This design comes from an exercise in tuning for small area and a short achievable clock period on the open sky130 flow, not from production work.
At most, simulation tests tie the RTL to the original design; equivalence was not proved.

## obi_rvalid_delay
module obi_rvalid_delay #(
  parameter int unsigned FIFO_DEPTH = 4,
  parameter int unsigned DATA_WIDTH = 32,
  parameter logic [31:0] LFSR_SEED  = 32'h1
) (
  input  logic                              clk_i,
  input  logic                              rst_ni,
  input  logic                              req_i,
  input  logic                              gnt_i,
  input  logic                              mem_rvalid_i,
  input  logic [DATA_WIDTH-1:0]             mem_rdata_i,
  input  logic                              mem_err_i,
  output logic                              rvalid_core_o,
  output logic [DATA_WIDTH-1:0]             rdata_core_o,
  output logic                              err_core_o,
  input  logic                              en_stall_i,
  input  logic [31:0]                       stall_mode_i,
  input  logic [31:0]                       max_stall_i,
  input  logic [31:0]                       rvalid_stall_i,
  output logic [$clog2(FIFO_DEPTH+1)-1:0]   outstanding_o,
  output logic                              gnt_block_o,
  output logic                              overflow_o,
  output logic                              protocol_err_o
);
Size: about 9300 cells after synthesis, about 180 I/O pins, ~53000 µm² of cells after synthesis.
export LEC_CHECK = 0
export ABC_AREA = 1
export CAP_MARGIN = 20
export CORE_MARGIN = 2
export CORE_UTILIZATION = 60
export PLACE_DENSITY = 0.7
export SLEW_MARGIN = 20
export SYNTH_HIERARCHICAL = 1
create_clock -name core_clock -period 100.0 [get_ports {clk_i}]
standard.sh (not shown) runs the stock make flow with config.mk's settings and CLKGATE_MAP_FILE= SYNTH_SCRIPT=/design/flow/synth_recipe.tcl, a recipe that flattens the netlist after the stock synthesis.
==> flow/flow/run.sh <==
#!/bin/bash
export SETUP_SLACK_MARGIN=54
export BUFFER_PORTS_ARGS="-buffer_cell sky130_fd_sc_hd__buf_4"
export MAX_REPAIR_ANTENNAS_ITER_DRT=10
bash standard.sh > standard.log 2>&1
The first run went through all stages and came out clean.
Change:
--- a/flow/flow/run.sh
+++ b/flow/flow/run.sh
@@ -2 +2 @@
-export SETUP_SLACK_MARGIN=54
+export SETUP_SLACK_MARGIN=56
Result: The new run produced a clean layout; final cell count went up by 0.39%; wire length went up by 0.58%; final area increases by 1.2%; clock skew came out higher by 3.3 ps; via count came out higher by 0.42%; area after synthesis is unchanged; die area does not change; fmax grows by 4.3%.
Function was not checked in any run of this note: the RTL went through the layout flow alone.

========
obi_rvalid_delay, a different RTL version from the one above (not shown whole).
Size: about 51,000 um2 of cells after synthesis.
export LEC_CHECK = 0
export ABC_AREA = 1
export CAP_MARGIN = 20
export CORE_MARGIN = 2
export CORE_UTILIZATION = 65
export PLACE_DENSITY = 0.75
export SLEW_MARGIN = 20
export SYNTH_HIERARCHICAL = 1
create_clock -name core_clock -period 100.0 [get_ports {clk_i}]
==> flow/flow/run.sh <==
#!/bin/bash
export SETUP_SLACK_MARGIN=50
bash standard.sh > standard.log 2>&1
The first run completed with no timing, DRC or antenna violations.
Rerun with:
==> flow/flow/run.sh (replaced) <==
#!/bin/bash
export SETUP_SLACK_MARGIN=56
bash standard.sh > standard.log 2>&1
=> Worst setup slack is better by 2.4 ns. Global-route usage went up by 1.8 points. Hold slack improved by 0.0052 ns. Cell count goes up by 4.4%.
Rerun with:
==> flow/flow/run.sh (replaced) <==
#!/bin/bash
export SETUP_SLACK_MARGIN=52
export BUFFER_PORTS_ARGS="-buffer_cell sky130_fd_sc_hd__buf_4"
bash standard.sh > standard.log 2>&1
Effect: Global-route usage drops by 2.6 points; die area stays the same; maximum frequency drops slightly; hold slack loses 0.0039 ns; first-iteration DRC count drops by well over a third; clock skew climbs by 0.017 ns; worst setup slack loses 0.92 ns; cell area drops by about a fifth.
Rerun with:
==> flow/flow/run.sh (replaced) <==
#!/bin/bash
export SETUP_SLACK_MARGIN=60
bash standard.sh > standard.log 2>&1
Result: With this change the flow died in 5_1_grt on GRT-0232. Area after synthesis stays the same. Synthesized cell count is unchanged.

========
wip/onyx:
RTL: one of the versions met above, not the one the previous note started from.
For scale: about 5,700 cells after synthesis, roughly 47,000 um2 of cells after synthesis.
clock: 100.0 ns
lec_check: 0
cap_margin: 20
core_margin: 2
core_utilization: 60
place_density: 0.7
slew_margin: 20
synth_hierarchical: 1
==> flow/flow/run.sh <==
#!/bin/bash
export SETUP_SLACK_MARGIN=57
export BUFFER_PORTS_ARGS="-buffer_cell sky130_fd_sc_hd__buf_4"
export MAX_REPAIR_ANTENNAS_ITER_DRT=10
bash standard.sh > standard.log 2>&1
Input-level comparison between wip/xenon and wip/onyx:
Settings: ABC_AREA: unset -> 1.
==> flow/flow/run.sh <==
#!/bin/bash
export SETUP_SLACK_MARGIN=58
export BUFFER_PORTS_ARGS="-buffer_cell sky130_fd_sc_hd__buf_4"
export MAX_REPAIR_ANTENNAS_ITER_DRT=10
bash standard.sh > standard.log 2>&1
==> comparison <==
Between wip/onyx and wip/xenon, the flow reports count of nets after finishing increasing by more than a quarter. Delta (wip/xenon minus wip/onyx): total track usage -2.0 points, final area has decreased, core box area increased 9500 um2, inverter count now larger. Compared to wip/onyx, wip/xenon was floorplanned on a bigger die. From wip/onyx to wip/xenon the numbers moved as follows: area after synthesis increased by about 13% relative to the old numbers; setup slack went up. wip/xenon ends up with a post-layout instance count excluding filler cells that is about 43% higher than in wip/onyx.
> inputs changed (wip/xenon -> wip/indigo)
Settings: ABC_AREA removed (was 1).
==> flow/flow/run.sh <==
#!/bin/bash
export SETUP_SLACK_MARGIN=61
export BUFFER_PORTS_ARGS="-buffer_cell sky130_fd_sc_hd__buf_4"
export MAX_REPAIR_ANTENNAS_ITER_DRT=10
bash standard.sh > standard.log 2>&1
[summary]
- Relative to wip/xenon, the final cell area reported for wip/indigo is higher.
- Going from wip/xenon to wip/indigo, the area taken by flip-flops and latches was found to have gone up by about 0.4%.
- The detailed route wirelength on metal2 number comes out higher for wip/xenon vs wip/indigo.
Input changes introduced in wip/pepper (baseline for comparison: wip/indigo):
Settings: an added ABC_AREA of 1.
==> flow/flow/run.sh <==
#!/bin/bash
export SETUP_SLACK_MARGIN=57
export BUFFER_PORTS_ARGS="-buffer_cell sky130_fd_sc_hd__buf_4"
export MAX_REPAIR_ANTENNAS_ITER_DRT=10
bash standard.sh > standard.log 2>&1
Notes after the runs:
wip/pepper vs. wip/indigo: sequential cell count ~0 delta, vertical extent of the die rose by 6.0%, utilization after layout dropped 15 points, maximum number of pins on one net before global-route repair +about 4.6%. wip/pepper ends up with a number of standard-cell rows in the floorplan that is 6 higher than in wip/indigo. wip/pepper reports its endpoint of the worst setup timing path as prem_r[6] while wip/indigo reports prem_r[11].
Function was not checked in any run of this note: the RTL went through the layout flow alone.

========
## run 1
obi_rvalid_delay, a different RTL version from the one above (not shown whole).
Size in the first run: roughly 5,900 cells after synthesis, about 360 flip-flops, roughly 180 I/O pins, about 0.043 mm2 of cells after synthesis.
==> flow/config.mk <==
export PLATFORM = sky130hd
export DESIGN_NAME = obi_rvalid_delay
export DESIGN_NICKNAME = obi_rvalid_delay
export VERILOG_FILES = /design/flow/design.v
export SDC_FILE = /design/flow/constraint.sdc
export NUM_CORES = 4
export LEC_CHECK = 0
export ABC_AREA = 1
export CAP_MARGIN = 20
export CORE_MARGIN = 2
export CORE_UTILIZATION = 65
export PLACE_DENSITY = 0.75
export SLEW_MARGIN = 20
==> flow/constraint.sdc <==
create_clock -name core_clock -period 100.0 [get_ports {clk_i}]
set_input_delay 20.0000 -clock core_clock [delete_from_list [all_inputs] [get_ports {clk_i}]]
set_output_delay 20.0000 -clock core_clock [all_outputs]
set_load 0.01 [all_outputs]
==> flow/flow/run.sh <==
#!/bin/bash
export SETUP_SLACK_MARGIN=48
bash standard.sh > standard.log 2>&1
The following lists how run 2 was set up differently from run 1:
# run 1
export LEC_CHECK = 0
export ABC_AREA = 1
export CAP_MARGIN = 20
export CORE_MARGIN = 2
export CORE_UTILIZATION = 65
export PLACE_DENSITY = 0.75
export SLEW_MARGIN = 20
create_clock -name core_clock -period 100.0 [get_ports {clk_i}]
# run 2
export LEC_CHECK = 0
export ABC_AREA = 1
export CAP_MARGIN = 20
export CORE_MARGIN = 2
export CORE_UTILIZATION = 40
export SLEW_MARGIN = 20
create_clock -name core_clock -period 100.0 [get_ports {clk_i}]
==> flow/run.sh (new file) <==
#!/bin/bash
# synth_recipe.tcl (not shown) runs the flow's synth.tcl, then flattens the netlist and writes it again
# the make line also repeats each setting of config.mk as NAME=value (left out here)
make -C /OpenROAD-flow-scripts/flow DESIGN_CONFIG=/design/flow/config.mk WORK_HOME=/design/flow/orfs CLKGATE_MAP_FILE= SYNTH_SCRIPT=/design/flow/synth_recipe.tcl finish
removed: flow/flow/run.sh
removed: flow/standard.sh
--- outcome ---
Run 2 completed; timing, DRC and antenna clean
When run 2 is measured against run 1, its cell count turns out about 3% higher.
When the final numbers for run 2 and run 1 were put side by side, the wire length turned out to be smaller in run 2.
Between run 2 and run 1, count of clock-buffer cells in the layout is higher for run 2, run 1 comes in under that.
Core utilization: run 2 lower than run 1
Comparing maximum single-stage delay on the critical path for run 2 and run 1, the smaller number came from run 1.
The final reports for run 2 and run 1 show starting density of the core lower in the former.
Setup slack, run 2 and run 1: larger value in run 1
Per the comparison of run 2 with run 1, cell depth of the worst setup path grew by 5; met2 track utilization from global routing decreased 25 points.
#### Input delta (run 3 over run 2)
# run 2
export LEC_CHECK = 0
export ABC_AREA = 1
export CAP_MARGIN = 20
export CORE_MARGIN = 2
export CORE_UTILIZATION = 40
export SLEW_MARGIN = 20
create_clock -name core_clock -period 100.0 [get_ports {clk_i}]
# run 3
export LEC_CHECK = 0
export ABC_AREA = 1
export CAP_MARGIN = 20
export CORE_MARGIN = 2
export CORE_UTILIZATION = 65
export PLACE_DENSITY = 0.75
export SLEW_MARGIN = 20
create_clock -name core_clock -period 100.0 [get_ports {clk_i}]
Results
Sequential share of layout area is lower on run 2
Diff run 2 -> run 3: non-clock buffer total of the final layout decreased by about 2.5% relative to the old numbers; final wirelength went down by 3.6%; multi-input logic portion of the cell area has increased; final standard cell area without fillers down about 1.4%.
Compared with run 2, run 3 shows a higher placer's final routability congestion estimate.
Taking run 2 as the reference, in run 3 detailed-route via count now larger; setup TNS comparable; clock period minus final worst setup slack went down by 960 ps.
Relative to run 2, run 3 improves fmax.
#### Input delta (run 4 over run 3)
==> flow/flow/run.sh (new file) <==
#!/bin/bash
export SETUP_SLACK_MARGIN=40
bash standard.sh > standard.log 2>&1
==> flow/standard.sh (new file) <==
#!/bin/bash
# synth_recipe.tcl (not shown) runs the flow's synth.tcl, then flattens the netlist and writes it again
# the make line also repeats each setting of config.mk as NAME=value (left out here)
make -C /OpenROAD-flow-scripts/flow DESIGN_CONFIG=/design/flow/config.mk WORK_HOME=/design/flow/orfs CLKGATE_MAP_FILE= SYNTH_SCRIPT=/design/flow/synth_recipe.tcl "${@:-finish}"
removed: flow/run.sh
- Comparing run 3 and run 4, the higher post-route clock period utilization was measured on run 3.
- Sum of routed wire length over all layers: run 3 and run 4 compared, lower one is run 3
- Relative to run 3, the final cell area reported for run 4 is higher.
- On post-route non-filler standard cell count, run 3 and run 4 are basically level.
- Run 4 vs run 3 — number of fillers in the final layout dropped slightly

========
obi_rvalid_delay, a different RTL version from the one above (not shown whole).
Size in the first run: roughly 9400 cells after synthesis, ~53000 µm² of cells after synthesis.
export LEC_CHECK = 0
export ABC_AREA = 1
export CAP_MARGIN = 20
export CORE_MARGIN = 2
export CORE_UTILIZATION = 65
export PLACE_DENSITY = 0.75
export SLEW_MARGIN = 20
export SYNTH_HIERARCHICAL = 1
create_clock -name core_clock -period 100.0 [get_ports {clk_i}]
==> flow/flow/run.sh <==
#!/bin/bash
export SETUP_SLACK_MARGIN=61
export BUFFER_PORTS_ARGS="-buffer_cell sky130_fd_sc_hd__buf_4"
bash standard.sh > standard.log 2>&1
The starting point finished but failed the layout checks on antenna rules.
Then changed:
==> flow/flow/run.sh (replaced) <==
#!/bin/bash
export SETUP_SLACK_MARGIN=57
export BUFFER_PORTS_ARGS="-buffer_cell sky130_fd_sc_hd__buf_4"
export MAX_REPAIR_ANTENNAS_ITER_DRT=10
bash standard.sh > standard.log 2>&1
--- a/flow/config.mk
+++ b/flow/config.mk
@@ -9,6 +9,6 @@
 export CAP_MARGIN = 20
 export CORE_MARGIN = 2
-export CORE_UTILIZATION = 65
-export PLACE_DENSITY = 0.75
+export CORE_UTILIZATION = 60
+export PLACE_DENSITY = 0.7
 export SLEW_MARGIN = 20
 export SYNTH_HIERARCHICAL = 1
What happened:
- Now the flow passed the timing, design-rule and antenna checks
- worst setup slack improved by 0.46 ns
- register-to-register slack gets better by 0.50 ns
- wire length came out lower by 27%
- cell area drops by 17%
- sequential cell count stays the same
- synthesized cell count does not change
- critical path depth falls by 40
- maximum frequency climbs by about 1.1%
Then changed:
==> flow/flow/run.sh (replaced) <==
#!/bin/bash
export SETUP_SLACK_MARGIN=57
export BUFFER_PORTS_ARGS="-buffer_cell sky130_fd_sc_hd__buf_4"
bash standard.sh > standard.log 2>&1
--- a/flow/config.mk
+++ b/flow/config.mk
@@ -9,6 +9,6 @@
 export CAP_MARGIN = 20
 export CORE_MARGIN = 2
-export CORE_UTILIZATION = 60
-export PLACE_DENSITY = 0.7
+export CORE_UTILIZATION = 65
+export PLACE_DENSITY = 0.75
 export SLEW_MARGIN = 20
 export SYNTH_HIERARCHICAL = 1
Now the flow produced a layout that fails on antenna rules.
Setup slack gets worse by 0.16 ns.
Cell area decreases by 0.49%.
Synthesized area stays the same.
Routed wire length decreases by 0.53%.

========
## build 89
obi_rvalid_delay with an RTL version that a note above also has.
For scale: ~7900 cells after synthesis, roughly 180 I/O pins, about 51000 um^2 of cells after synthesis.
clock: 100.0 ns
lec_check: 0
abc_area: 1
cap_margin: 20
core_margin: 2
core_utilization: 65
place_density: 0.75
slew_margin: 20
synth_hierarchical: 1
==> flow/flow/run.sh <==
#!/bin/bash
export SETUP_SLACK_MARGIN=46
bash standard.sh > standard.log 2>&1
### build 89 -> build 75
- a change of PLACE_DENSITY from 0.75 to 0.85
- a change of CORE_UTILIZATION from 65 to 75
==> flow/flow/run.sh <==
#!/bin/bash
export SETUP_SLACK_MARGIN=52
export BUFFER_PORTS_ARGS="-buffer_cell sky130_fd_sc_hd__buf_4"
bash standard.sh > standard.log 2>&1
- A destination of the critical timing path of prem_r[5] is what build 75 shows, while rvalid_core_o belongs to build 89.
- Half-perimeter wire length after placement, build 89 and build 75: higher on build 75
- Build 75 vs. build 89: synthesized cell count did not really move, final critical-path share of the clock period went down.
Relative to build 75, the following input files were edited for build 44:
- changing CORE_UTILIZATION from 75 to 65
- changing PLACE_DENSITY from 0.85 to 0.75
==> flow/flow/run.sh <==
#!/bin/bash
export SETUP_SLACK_MARGIN=52
bash standard.sh > standard.log 2>&1
==> summary.txt <==
NOTE count of filler cells inserted in the layout build 75->build 44 increased by more than a quarter. Looking at post-placement worst setup slack, build 44 sits 0.54 ns below build 75. Compare build 44 and build 75 | first-iteration DRC count lower: build 44. Final area (build 44 vs. build 75) increases slightly. Compared with build 75, build 44 shows total detailed-routing wirelength that has gone down slightly. Build 44: total buffers and inverters traversed by the critical path 3 above build 75.

[afterwards: timing with drivers on the ports]
How much do the figures lean on ideal ports? The routed layouts below were timed once more, with nothing changed but the port constraints.
Step 1 assumes that a clkbuf_16 drives the clock port and a buf_2 every other input.
Step 2 adds t to the input delays and takes it off the output delays; t is the mean of the earliest and latest rising clock arrival at the registers after step 1. Input paths then give back, and output paths get back, about the clock's delay inside the block.
Slacks: ideal / step 1 / step 2; pairs: ideal / step 1.
run	t, ns	setup WS [ns]	hold WS [ns]	worst setup path after step 2	clock arrival spread, ns
the first run of note 1	0.690	56.332 / 56.259 / 56.561	0.463 / 0.463 / 0.463	input to register	0.027 / 0.027
the second run of note 1	0.686	58.135 / 58.062 / 57.543	0.464 / 0.464 / 0.464	input to register	0.030 / 0.030
the first run of note 2	0.666	52.659 / 52.589 / 52.387	0.477 / 0.477 / 0.477	input to register	0.039 / 0.038
the second run of note 2	0.672	55.076 / 55.002 / 55.675	0.482 / 0.482 / 0.482	register to output	0.037 / 0.037
the third run of note 2	0.663	54.161 / 54.087 / 53.614	0.479 / 0.479 / 0.479	input to register	0.056 / 0.056
wip/onyx	0.626	48.081 / 48.096 / 47.470	0.469 / 0.469 / 0.469	input to register	0.041 / 0.042
wip/xenon	0.690	59.183 / 59.195 / 58.505	0.465 / 0.465 / 0.465	input to register	0.030 / 0.030
wip/indigo	0.626	48.081 / 48.096 / 47.470	0.469 / 0.469 / 0.469	input to register	0.041 / 0.042
wip/pepper	0.686	58.728 / 58.778 / 58.092	0.465 / 0.465 / 0.465	input to register	0.028 / 0.028
run 1	0.646	48.756 / 48.692 / 48.853	0.468 / 0.468 / 0.468	input to register	0.066 / 0.066
run 2	0.638	39.296 / 39.233 / 39.871	0.461 / 0.461 / 0.461	register to output	0.042 / 0.042
run 3	0.645	40.259 / 40.195 / 40.839	0.468 / 0.468 / 0.468	register to output	0.064 / 0.063
run 4	0.645	43.201 / 43.206 / 42.562	0.468 / 0.468 / 0.468	input to register	0.065 / 0.065
the first run of note 5	0.663	58.380 / 58.295 / 57.632	0.481 / 0.481 / 0.481	input to register	0.036 / 0.037
the second run of note 5	0.651	58.843 / 58.773 / 58.562	0.481 / 0.481 / 0.481	input to register	0.034 / 0.033
the third run of note 5	0.649	58.686 / 58.614 / 58.282	0.480 / 0.480 / 0.480	input to register	0.032 / 0.033
build 89	0.667	49.978 / 49.906 / 50.573	0.476 / 0.476 / 0.476	register to output	0.038 / 0.038
build 75	0.649	54.014 / 54.059 / 53.410	0.479 / 0.479 / 0.479	input to register	0.052 / 0.052
build 44	0.667	54.004 / 53.933 / 53.531	0.481 / 0.481 / 0.481	input to register	0.037 / 0.036
For the first run of note 5, which loses most, drivers alone change the setup slack by -0.085 ns; drivers and shift together by -0.748 ns.
